This is an optimization exercise on Yosys and OpenROAD, whose aim is small area, a short achievable clock period and few clock cycles, not a production implementation.
Power figures rest on the tool's default switching activity, not on a simulated workload.

== run 1 ==
==> flow/design.v <==
package sha256_pkg;
  localparam int SHA_BLOCK_W   = 512;
  localparam int SHA_DIGEST_W  = 256;
  localparam int BLK_BYTES     = SHA_BLOCK_W / 8;
  localparam int LEN_FIELD_OFS = 56;
  localparam logic [7:0] PAD_BYTE = 8'h80;
  typedef enum logic [1:0] {
    PH_DATA = 2'd0,    
    PH_PAD  = 2'd1,    
    PH_LEN  = 2'd2     
  } pad_phase_t;
endpackage
import sha256_pkg::*;
module sha256_blk_buf (
  input  logic                   Clk,
  input  logic                   shift,      
  input  logic [7:0]             in_byte,
  input  logic                   load,       
  output logic [SHA_BLOCK_W-1:0] rd_data
);
  logic [SHA_BLOCK_W-1:0] stage_q;
  logic [SHA_BLOCK_W-1:0] out_q;
  always_ff @(posedge Clk) begin
    if (shift) begin
      stage_q <= {stage_q[SHA_BLOCK_W-9:0], in_byte};
    end
    if (load) begin
      out_q <= stage_q;
    end
  end
  assign rd_data = out_q;
endmodule
import sha256_pkg::*;
module sha256_msg_padder #(
  parameter int LEN_W   = 64,
  parameter int TIMEOUT = 4096
) (
  input  logic                   Clk,
  input  logic                   Rst,
  input  logic [7:0]             i_Byte,
  input  logic                   i_fValid,
  input  logic                   i_fLast,
  output logic                   o_fReady,
  output logic [SHA_BLOCK_W-1:0] o_Data,
  output logic                   o_fStart,
  output logic                   o_fFirst,
  input  logic                   i_fDone,
  output logic                   o_fMsgDone,
  output logic                   o_fErr
);
  localparam int TMO_W  = $clog2(TIMEOUT) + 1;    
  localparam int HI_W   = LEN_W - 9;              
  localparam int CH_W   = 8;                      
  localparam int N_CH   = (HI_W + CH_W - 1) / CH_W;
  sha256_pkg::pad_phase_t ph_q, ph_d;
  logic              need80_q, need80_d;
  logic [5:0]        pos_q, pos_d;           
  logic              full_q, full_d;         
  logic              s_final_q, s_final_d;   
  logic              first_pend_q, first_pend_d;
  logic              ready_q, ready_d;
  logic [5:0]        lo_q, lo_d;             
  logic [HI_W-1:0]   hi_q, hi_d;             
  logic [N_CH-1:0]   cy_q, cy_d;             
  logic              hi_ones_q;
  logic              start_q, out_q, out_d;
  logic              r_first_q, r_final_q;
  logic [TMO_W-1:0]  tcnt_q, tcnt_d;
  logic              msgdone_q, err_q, err_d;
  logic              accept, shift, xfer, ack, tmo, flush, near_tmo, len_end, clr, inc;
  logic [7:0]        in_byte, len_byte;
  logic [63:0]       len_field;
  assign len_field = {hi_q, lo_q, 3'b000};
  assign len_byte  = len_field[63 - 8*pos_q[2:0] -: 8];
  sha256_blk_buf u_buf (
    .Clk     (Clk),
    .shift   (shift),
    .in_byte (in_byte),
    .load    (xfer),
    .rd_data (o_Data)
  );
  always_comb begin
    accept   = i_fValid & ready_q;
    ack      = out_q & i_fDone;
    tmo      = out_q & ~i_fDone & tcnt_q[TMO_W-1];
    near_tmo = out_q & ~i_fDone & (tcnt_q == TMO_W'(TIMEOUT - 1));
    flush    = tmo & ~r_final_q;
    xfer     = full_q & (~(start_q | out_q) | ack);
    shift    = (ph_q == PH_DATA) ? accept : ~full_q;
    len_end  = (ph_q == PH_LEN) & shift & (pos_q == 6'd63);
    clr      = flush | len_end;
    inc      = (ph_q == PH_DATA) & accept;
    case (ph_q)
      PH_DATA: in_byte = i_Byte;
      PH_PAD:  in_byte = need80_q ? PAD_BYTE : 8'h00;
      default: in_byte = len_byte;
    endcase
    ph_d     = ph_q;
    need80_d = need80_q;
    case (ph_q)
      PH_DATA: if (accept && i_fLast) begin
        ph_d     = PH_PAD;
        need80_d = 1'b1;
      end
      PH_PAD: if (shift) begin
        need80_d = 1'b0;
        if (pos_q == 6'(LEN_FIELD_OFS - 1)) ph_d = PH_LEN;
      end
      default: if (len_end) ph_d = PH_DATA;
    endcase
    pos_d        = shift ? pos_q + 6'd1 : pos_q;
    full_d       = (shift & (pos_q == 6'd63)) | (full_q & ~xfer);
    s_final_d    = len_end | (s_final_q & ~xfer);
    first_pend_d = xfer ? s_final_q : first_pend_q;
    if (flush) begin
      ph_d         = PH_DATA;
      need80_d     = 1'b0;
      pos_d        = '0;
      full_d       = 1'b0;
      s_final_d    = 1'b0;
      first_pend_d = 1'b1;
    end
    ready_d = (ph_d == PH_DATA) & ~full_d & ~near_tmo;
    lo_d = lo_q + 6'(inc);
    hi_d = hi_inc;
    cy_d = cy_nxt;
    if (clr) begin
      lo_d = '0;
      hi_d = '0;
      cy_d = '0;
    end
    out_d  = start_q | (out_q & ~i_fDone & ~tcnt_q[TMO_W-1]);
    tcnt_d = xfer ? '0 : (out_q ? tcnt_q + TMO_W'(1) : tcnt_q);
    err_d  = err_q | tmo | (inc & (lo_q == 6'd63) & hi_ones_q);
  end
  logic [HI_W-1:0] hi_inc;
  logic [N_CH-1:0] cy_nxt;
  for (genvar c = 0; c < N_CH; c++) begin : g_hi
    localparam int W = (c == N_CH - 1) ? HI_W - CH_W * c : CH_W;
    logic cin;
    assign cin = cy_q[c];
    assign hi_inc[CH_W*c +: W] = hi_q[CH_W*c +: W] + W'(cin);
    if (c + 1 < N_CH) begin : g_cy
      assign cy_nxt[c + 1] = cin & (&hi_q[CH_W*c +: W]);
    end
  end
  assign cy_nxt[0] = inc & (lo_q == 6'd63);
  always_ff @(posedge Clk or posedge Rst) begin
    if (Rst) begin
      ph_q         <= PH_DATA;
      need80_q     <= 1'b0;
      pos_q        <= '0;
      full_q       <= 1'b0;
      s_final_q    <= 1'b0;
      first_pend_q <= 1'b1;
      ready_q      <= 1'b0;
      lo_q         <= '0;
      hi_q         <= '0;
      cy_q         <= '0;
      hi_ones_q    <= 1'b0;
      start_q      <= 1'b0;
      out_q        <= 1'b0;
      msgdone_q    <= 1'b0;
      err_q        <= 1'b0;
    end else begin
      ph_q         <= ph_d;
      need80_q     <= need80_d;
      pos_q        <= pos_d;
      full_q       <= full_d;
      s_final_q    <= s_final_d;
      first_pend_q <= first_pend_d;
      ready_q      <= ready_d;
      lo_q         <= lo_d;
      hi_q         <= hi_d;
      cy_q         <= cy_d;
      hi_ones_q    <= &hi_q;
      start_q      <= xfer;
      out_q        <= out_d;
      msgdone_q    <= ack & r_final_q;
      err_q        <= err_d;
    end
  end
  always_ff @(posedge Clk) begin
    if (xfer) begin
      r_first_q <= first_pend_q;
      r_final_q <= s_final_q;
    end
    tcnt_q <= tcnt_d;
  end
  assign o_fReady   = ready_q;
  assign o_fStart   = start_q;
  assign o_fFirst   = r_first_q;
  assign o_fMsgDone = msgdone_q;
  assign o_fErr     = err_q;
endmodule
clock: 5.0 ns
lec_check: 0
cap_margin: 20
core_margin: 2
core_utilization: 55
setup_slack_margin: 3.0
slew_margin: 20
run.sh (not shown) runs the stock make flow with config.mk's settings and CLKGATE_MAP_FILE= SYNTH_SCRIPT=/design/flow/synth_recipe.tcl, a recipe that flattens the netlist after the stock synthesis.
[inputs] run 2 vs run 1
- CORE_UTILIZATION: 55 -> 40
- CTS_CLUSTER_DIAMETER: unset -> 150
- CTS_CLUSTER_SIZE: unset -> 30
==> notes.md <==
- Delta(smallest hold slack, run 2 - run 1) > 0
- Compared with run 1, in run 2 number of instances resized during post-cts repair now sits lower; global-route met1 utilization now sits lower.
- Part of the cycle the worst path needs: run 2 vs run 1 down 0.44 points
- Relative to run 1, the register-to-register slack of run 2 is higher by 60 ps.
diff inputs: run 2 => run 3
- CORE_UTILIZATION: 40 -> 60
==> comparison <==
Run 3 contains more vias than run 2.
From run 2 to run 3 the numbers moved as follows: first-pass GRT wire length decreased by about 0.8% relative to the old numbers, final core utilization went up, slack of the critical path barely changed, fraction of met2 tracks used by global routing went up by 15 points.
Run 3 vs run 2 — total power after layout dropped 0.00016 W.
[compare] base=run 2 new=run 3: final-stage net count increased by 0.46% relative to the old numbers, average via count per standard cell went up by about 16%, clock buffer and inverter area fraction after layout about even.
No functional check of the RTL was part of any run of this note.

separate check: timing with driven ports:
No port has a modelled driver above. Below, the same layouts with a new extraction and two added sets of constraints.
Step 1 (the two cells are an assumption about what drives the block):
set clk [get_ports {Clk}]
set_driving_cell -lib_cell sky130_fd_sc_hd__clkbuf_16 $clk
set_driving_cell -lib_cell sky130_fd_sc_hd__buf_2 [delete_from_list [all_inputs] $clk]
Step 2 moves the port delays by t, midway between the first and last clock arrival at a register: inputs arrive t later, outputs are due t later. That takes back most of the time a late clock gives input paths.
Slacks: ideal ports / drivers / drivers and shift; pairs: ideal ports / drivers.
run | shift t [ns] | setup slack, ns | slew at the worst register clock pin (ns)
run 1 | 0.709 | 2.676 / 2.611 / 2.255 | 0.07 / 0.07
run 2 | 0.659 | 2.698 / 2.639 / 2.342 | 0.12 / 0.12
run 3 | 0.665 | 2.701 / 2.637 / 2.394 | 0.12 / 0.12
After both steps every run listed still meets setup and hold. The setup slack of run 1, which loses most, moves by -0.065 ns with the drivers and by -0.421 ns with both steps.
